Context: an optimization exercise on an open-source flow, tuned for small area, a short achievable clock period and few clock cycles per item. The choices shown serve that exercise and are no tape-out recipe.
RTL that was checked went through simulation tests only; none was proved equivalent to the original.

Design ascon_encrypt_1block, start of the top module:
module ascon_encrypt_1block
(
    input  logic              clk,
    input  logic              reset,
    input  logic              start,
    input  ascon_pkg::block_t key,
    input  ascon_pkg::block_t nonce,
    input  ascon_pkg::block_t ad,
    input  ascon_pkg::block_t pt,
    output ascon_pkg::block_t c,
    output ascon_pkg::block_t t,
    output logic              busy,
    output logic              done
);
For scale: about 710 flip-flops, about 770 I/O pins, ~0.043 mm^2 of cells after synthesis.
clock: 8.0 ns
lec_check: 0
cap_margin: 20
core_margin: 2
core_utilization: 40
slew_margin: 30
synth_hierarchical: 1
synth_minimum_keep_size: 0
run.sh (not shown) runs the stock make flow with config.mk's settings and CLKGATE_MAP_FILE= SYNTH_SCRIPT=/design/flow/synth_recipe.tcl, a recipe that flattens the netlist after the stock synthesis.
Next try:
==> flow/flow/run.sh (new file) <==
#!/bin/bash
# Standard layout, with plain buf_1 cells as the port buffers instead of
# the delay buffer that buffer_ports picks by default.
set -euo pipefail
export BUFFER_PORTS_ARGS="-buffer_cell sky130_fd_sc_hd__buf_1"
bash standard.sh > standard.log 2>&1
==> flow/standard.sh (new file) <==
#!/bin/bash
# synth_recipe.tcl (not shown) runs the flow's synth.tcl, then flattens the netlist and writes it again
# the make line also repeats each setting of config.mk as NAME=value (left out here)
make -C /OpenROAD-flow-scripts/flow DESIGN_CONFIG=/design/flow/config.mk WORK_HOME=/design/flow/orfs CLKGATE_MAP_FILE= SYNTH_SCRIPT=/design/flow/synth_recipe.tcl "${@:-finish}"
removed: flow/run.sh
Outcome: The changed run produced a clean layout. Setup slack improves by 0.80 ns. Clock-buffer cell count decreases by 9.
No run of this note included a check of the RTL's function; only the layout flow was run.

========
## v55
Another version of the RTL of ascon_encrypt_1block (not shown whole).
For scale: roughly 4100 cells after synthesis, roughly 710 flip-flops, roughly 770 I/O pins, about 41000 um2 of cells after synthesis.
==> flow/config.mk <==
export PLATFORM = sky130hd
export DESIGN_NAME = ascon_encrypt_1block
export DESIGN_NICKNAME = ascon_encrypt_1block
export VERILOG_FILES = /design/flow/design.v
export SDC_FILE = /design/flow/constraint.sdc
export NUM_CORES = 4
export LEC_CHECK = 0
export CAP_MARGIN = 20
export CORE_MARGIN = 2
export CORE_UTILIZATION = 55
export CTS_CLUSTER_DIAMETER = 80
export CTS_CLUSTER_SIZE = 20
export SETUP_SLACK_MARGIN = 5.0
export SLEW_MARGIN = 30
export SYNTH_HIERARCHICAL = 1
export SYNTH_MINIMUM_KEEP_SIZE = 0
==> flow/constraint.sdc <==
create_clock -name core_clock -period 8.0 [get_ports {clk}]
set_input_delay 1.6000 -clock core_clock [delete_from_list [all_inputs] [get_ports {clk}]]
set_output_delay 1.6000 -clock core_clock [all_outputs]
set_load 0.01 [all_outputs]
standard.sh (not shown) runs the stock make flow with config.mk's settings and CLKGATE_MAP_FILE= SYNTH_SCRIPT=/design/flow/synth_recipe.tcl, a recipe that flattens the netlist after the stock synthesis.
==> flow/flow/run.sh <==
#!/bin/bash
# Standard layout, with plain buf_1 cells as the port buffers instead of
# the delay buffer that buffer_ports picks by default.
set -euo pipefail
export BUFFER_PORTS_ARGS="-buffer_cell sky130_fd_sc_hd__buf_1"
bash standard.sh > standard.log 2>&1
Relative to v55, the following input files were edited for v46:
Settings: CORE_UTILIZATION now 40, was 55.
==> comparison <==
v46: flow completed, timing, DRC and antenna clean. Summary of v46 over v55: sum of met3 wire segment lengths after detailed routing decreased by 4700 um relative to the old numbers, part of the cycle the worst path needs fell 0.19 points, total via count in the routed design dropped 1.2%, flip-flop and latch count essentially unchanged. Comparing v55 against v46, there is no change at all in synthesized area per cell. Multi-input gate count of v46 is on par with v55. met3 usage in global routing was higher in the run labelled v55.
Relative to v46, the following input files were edited for v16:
Settings: SETUP_SLACK_MARGIN: 5.0 -> unset.
==> flow/flow/run.sh <==
#!/bin/bash
# Standard layout, with plain buf_1 cells as the port buffers instead of
# the delay buffer that buffer_ports picks by default, and timing repair
# aimed at a 2.7 ns period (the clock constraint stays at the design's).
set -euo pipefail
export BUFFER_PORTS_ARGS="-buffer_cell sky130_fd_sc_hd__buf_1"
export SETUP_SLACK_MARGIN=5.3
bash standard.sh > standard.log 2>&1
### Flow results
Relative to v46, the minimum clock period after layout of v16 is lower by 0.19 ns.
Initial antenna violation count (v16 / v46): 1.15
Diode insertion count for antenna repair: higher on v16
For v46, the master of the slowest instance on the critical path was sky130_fd_sc_hd__xor2_1, unlike v16, where it was sky130_fd_sc_hd__dfxtp_4.
Re arrival time reported for the critical path endpoint: v16 is 2.42 ns down on v46.
Changes observed in v16 relative to v46: fraction of area in multi-input gates lost 3.2 points; layout net count shows an increase of 282; critical path depth lost 6.
v16 — sequential share of layout area 2.7 points lower, v46 as reference
Re met2 capacity usage during global routing: v46 and v16 aren't equal, and the higher value belongs to v16.
Re count of plain and timing-repair buffers in the layout: v16 is 281 up on v46.
Function was not checked in any run of this note: the RTL went through the layout flow alone.

========
ascon_encrypt_1block, a different RTL version from the one above (not shown whole).
Size in the first run: about 4100 cells after synthesis, roughly 710 flip-flops, roughly 0.041 mm² of cells after synthesis.
==> flow/config.mk <==
export PLATFORM = sky130hd
export DESIGN_NAME = ascon_encrypt_1block
export DESIGN_NICKNAME = ascon_encrypt_1block
export VERILOG_FILES = /design/flow/design.v
export SDC_FILE = /design/flow/constraint.sdc
export NUM_CORES = 4
export LEC_CHECK = 0
export CAP_MARGIN = 20
export CORE_MARGIN = 2
export CORE_UTILIZATION = 40
export SETUP_SLACK_MARGIN = 5.0
export SLEW_MARGIN = 30
export SYNTH_HIERARCHICAL = 1
export SYNTH_MINIMUM_KEEP_SIZE = 0
==> flow/constraint.sdc <==
create_clock -name core_clock -period 8.0 [get_ports {clk}]
set_input_delay 1.6000 -clock core_clock [delete_from_list [all_inputs] [get_ports {clk}]]
set_output_delay 1.6000 -clock core_clock [all_outputs]
set_load 0.01 [all_outputs]
==> flow/flow/run.sh <==
#!/bin/bash
# Standard layout, with plain buf_1 cells as the port buffers instead of
# the delay buffer that buffer_ports picks by default.
set -euo pipefail
export BUFFER_PORTS_ARGS="-buffer_cell sky130_fd_sc_hd__buf_1"
bash standard.sh > standard.log 2>&1
The first run finished clean.
Testbench counts at the start, summed over its fixed seeds: cycles 10,504, items 256.
Then changed:
--- a/flow/config.mk
+++ b/flow/config.mk
@@ -9,3 +9,3 @@
 export CORE_MARGIN = 2
-export CORE_UTILIZATION = 40
+export CORE_UTILIZATION = 60
 export SETUP_SLACK_MARGIN = 5.0
Wire length drops by roughly a tenth.
Design area drops by a few percent.
Via count climbs by a few percent.
Die area drops by a quarter to a third.

========
v6:
Another version of the RTL of ascon_encrypt_1block (not shown whole).
For scale: roughly 4200 cells after synthesis, roughly 710 flip-flops, ~770 I/O pins, roughly 42000 um2 of cells after synthesis.
## ascon_encrypt_1block
module ascon_encrypt_1block
(
    input  logic              clk,
    input  logic              reset,
    input  logic              start,
    input  ascon_pkg::block_t key,
    input  ascon_pkg::block_t nonce,
    input  ascon_pkg::block_t ad,
    input  ascon_pkg::block_t pt,
    output ascon_pkg::block_t c,
    output ascon_pkg::block_t t,
    output logic              busy,
    output logic              done
);
==> flow/config.mk <==
export PLATFORM = sky130hd
export DESIGN_NAME = ascon_encrypt_1block
export DESIGN_NICKNAME = ascon_encrypt_1block
export VERILOG_FILES = /design/flow/design.v
export SDC_FILE = /design/flow/constraint.sdc
export NUM_CORES = 4
export LEC_CHECK = 0
export CAP_MARGIN = 20
export CORE_MARGIN = 2
export CORE_UTILIZATION = 40
export SETUP_SLACK_MARGIN = 4.7
export SLEW_MARGIN = 30
export SYNTH_HIERARCHICAL = 1
export SYNTH_MINIMUM_KEEP_SIZE = 0
==> flow/constraint.sdc <==
create_clock -name core_clock -period 8.0 [get_ports {clk}]
set_input_delay 1.6000 -clock core_clock [delete_from_list [all_inputs] [get_ports {clk}]]
set_output_delay 1.6000 -clock core_clock [all_outputs]
set_load 0.01 [all_outputs]
Scripts as last shown in full above: flow/flow/run.sh
Inputs modified between v6 and v7:
- changing SETUP_SLACK_MARGIN from 4.7 to 5.0
## What came out
Diff v6 -> v7: utilization picked up an extra 3.0 points.
v6 reports its end point of the critical path as x3[54]$_DFF_P_ while v7 reports x3[59]$_DFF_P_.
Sort v6 and v7 by worst setup slack, ascending, and v6 comes first.
For the number of cells in the finished layout apart from fillers, v7 came in about 1.1% higher than v6 did.
When v7 is measured against v6, its clock-cell share of area turns out 0.33 points lower.
Compared with v6, in v7 design area rose about 6%; register share of the cell area shows a reduction of 1.6 points; wire length of the first global-routing pass climbed 3.6 mm.
No functional check of the RTL was part of any run of this note.

========
## north
Another version of the RTL of ascon_encrypt_1block (not shown whole).
Size: ~710 flip-flops, ~770 I/O pins.
==> flow/design.v (excerpt) <==
module ascon_encrypt_1block
(
    input  logic              clk,
    input  logic              reset,
    input  logic              start,
    input  ascon_pkg::block_t key,
    input  ascon_pkg::block_t nonce,
    input  ascon_pkg::block_t ad,
    input  ascon_pkg::block_t pt,
    output ascon_pkg::block_t c,
    output ascon_pkg::block_t t,
    output logic              busy,
    output logic              done
);
    localparam int W       = 64;
    localparam int LAST    = 12 - 1;
    localparam int PB_LOAD = 12 - 8;
    ascon_pkg::phase_t phase, phase_nx;
    logic [3:0]        cyc, cyc_nx;
    ascon_pkg::lane_t  x0n, x1n, x2n;    
    ascon_pkg::lane_t  x3, x4;
    ascon_pkg::block_t key_q;
    ascon_pkg::block_t ad_q;
    ascon_pkg::block_t pc_q;       
    ascon_pkg::lane_t  n0, n1, n2, n3, n4;
    logic              ld;
    logic              busy_nx;
    logic              done_nx;
    logic              last;
    assign last = (cyc == 4'(LAST));
    always_comb
    begin
        busy_nx  = busy;
        done_nx  = 1'b0;
        phase_nx = phase;
        cyc_nx   = cyc + 1'b1;
        if (reset || !busy)
        begin
            busy_nx  = !reset && start;
            phase_nx = ascon_pkg::INIT;
            cyc_nx   = '0;
        end
        else if (last)
        begin
            case (phase)
                ascon_pkg::INIT:
                begin
                    phase_nx = ascon_pkg::ASSOC;
                    cyc_nx   = 4'(PB_LOAD);
                end
                ascon_pkg::ASSOC:
                begin
                    phase_nx = ascon_pkg::TEXT;
                    cyc_nx   = 4'(PB_LOAD);
                end
                ascon_pkg::TEXT:
                begin
                    phase_nx = ascon_pkg::FINAL;
                    cyc_nx   = '0;
                end
                default:
                begin
                    busy_nx  = 1'b0;
                    done_nx  = 1'b1;
                    phase_nx = ascon_pkg::INIT;
                    cyc_nx   = '0;
                end
            endcase
        end
    end
    always_ff @(posedge clk)
    begin
        busy  <= busy_nx;
        ld    <= ~busy_nx;
        done  <= done_nx;
  ...
export LEC_CHECK = 0
export CAP_MARGIN = 20
export CORE_MARGIN = 2
export CORE_UTILIZATION = 45
export CTS_CLUSTER_DIAMETER = 80
export CTS_CLUSTER_SIZE = 20
export SLEW_MARGIN = 30
export SYNTH_HIERARCHICAL = 1
export SYNTH_MINIMUM_KEEP_SIZE = 0
create_clock -name core_clock -period 8.0 [get_ports {clk}]
==> flow/flow/run.sh <==
#!/bin/bash
# Standard layout, with plain buf_1 cells as the port buffers instead of
# the delay buffer that buffer_ports picks by default, and timing repair
# aimed at a 2.9 ns period (the clock constraint stays at the design's).
set -euo pipefail
export BUFFER_PORTS_ARGS="-buffer_cell sky130_fd_sc_hd__buf_1"
export SETUP_SLACK_MARGIN=5.1
bash standard.sh > standard.log 2>&1
--- input diff north..south ---
diff --git a/flow/flow/run.sh b/flow/flow/run.sh
--- a/flow/flow/run.sh
+++ b/flow/flow/run.sh
@@ -4 +4 @@
-# aimed at a 2.9 ns period (the clock constraint stays at the design's).
+# aimed at a 2.8 ns period (the clock constraint stays at the design's).
@@ -7 +7 @@
-export SETUP_SLACK_MARGIN=5.1
+export SETUP_SLACK_MARGIN=5.2
Findings:
- Reported for north and south, final total negative setup slack turned out identical to the last digit.
- On worst hold margin, north and south are basically level.
- Number of inverters outside the clock class in the layout came out exactly the same in north and south.
The inputs of east differ from those of south as listed below.
Settings: setting SETUP_SLACK_MARGIN to 5.0 for the first time.
==> flow/flow/run.sh <==
#!/bin/bash
# Standard layout, with plain buf_1 cells as the port buffers instead of
# the delay buffer that buffer_ports picks by default.
set -euo pipefail
export BUFFER_PORTS_ARGS="-buffer_cell sky130_fd_sc_hd__buf_1"
bash standard.sh > standard.log 2>&1
### Flow results
Across both runs, highest attainable clock frequency was lower for east than for south. Diff south -> east: multi-input logic portion of the cell area shows an increase of 1.6 points; filler cell count in the final layout higher.
Function was not checked in any run of this note: the RTL went through the layout flow alone.

==> afterwards: timing with drivers on the ports <==
Ports are ideal in the flow. The routed layouts listed here were re-timed in OpenROAD.
Step 1: set_driving_cell puts a clkbuf_16 on clk and a buf_2 on each other input, an assumption about the parent block.
Step 2 also shifts input and output timing later by t, the mid clock arrival at the registers, as if the neighbouring blocks saw the same clock.
Three values: ideal, step 1, step 2; two values: the first two.
| run | t (ns) | setup slack, ns | worst data-port slew with drivers (ns) |
|---|---|---|---|
| the first run of note 1 | 0.744 | 3.348 / 3.390 / 2.646 | 0.14 |
| the second run of note 1 | 0.758 | 4.152 / 4.152 / 3.921 | 0.13 |
| v55 | 0.695 | 4.944 / 4.930 / 4.710 | 0.17 |
| v46 | 0.748 | 4.960 / 4.951 / 4.738 | 0.15 |
| v16 | 0.761 | 5.149 / 5.070 / 4.753 | 0.15 |
| the first run of note 3 | 0.740 | 4.882 / 4.882 / 4.656 | 0.17 |
| the second run of note 3 | 0.710 | 4.935 / 4.913 / 4.686 | 0.20 |
| v6 | 0.754 | 4.656 / 4.656 / 4.656 | 0.18 |
| v7 | 0.754 | 4.877 / 4.877 / 4.877 | 0.19 |
| north | 0.704 | 5.073 / 5.000 / 4.707 | 0.15 |
| south | 0.708 | 5.069 / 4.994 / 4.703 | 0.15 |
| east | 0.704 | 4.988 / 4.913 / 4.713 | 0.14 |
After both steps every run listed still meets setup and hold. The setup slack of the first run of note 1, which loses most, moves by +0.042 ns with the drivers and by -0.702 ns with both steps.
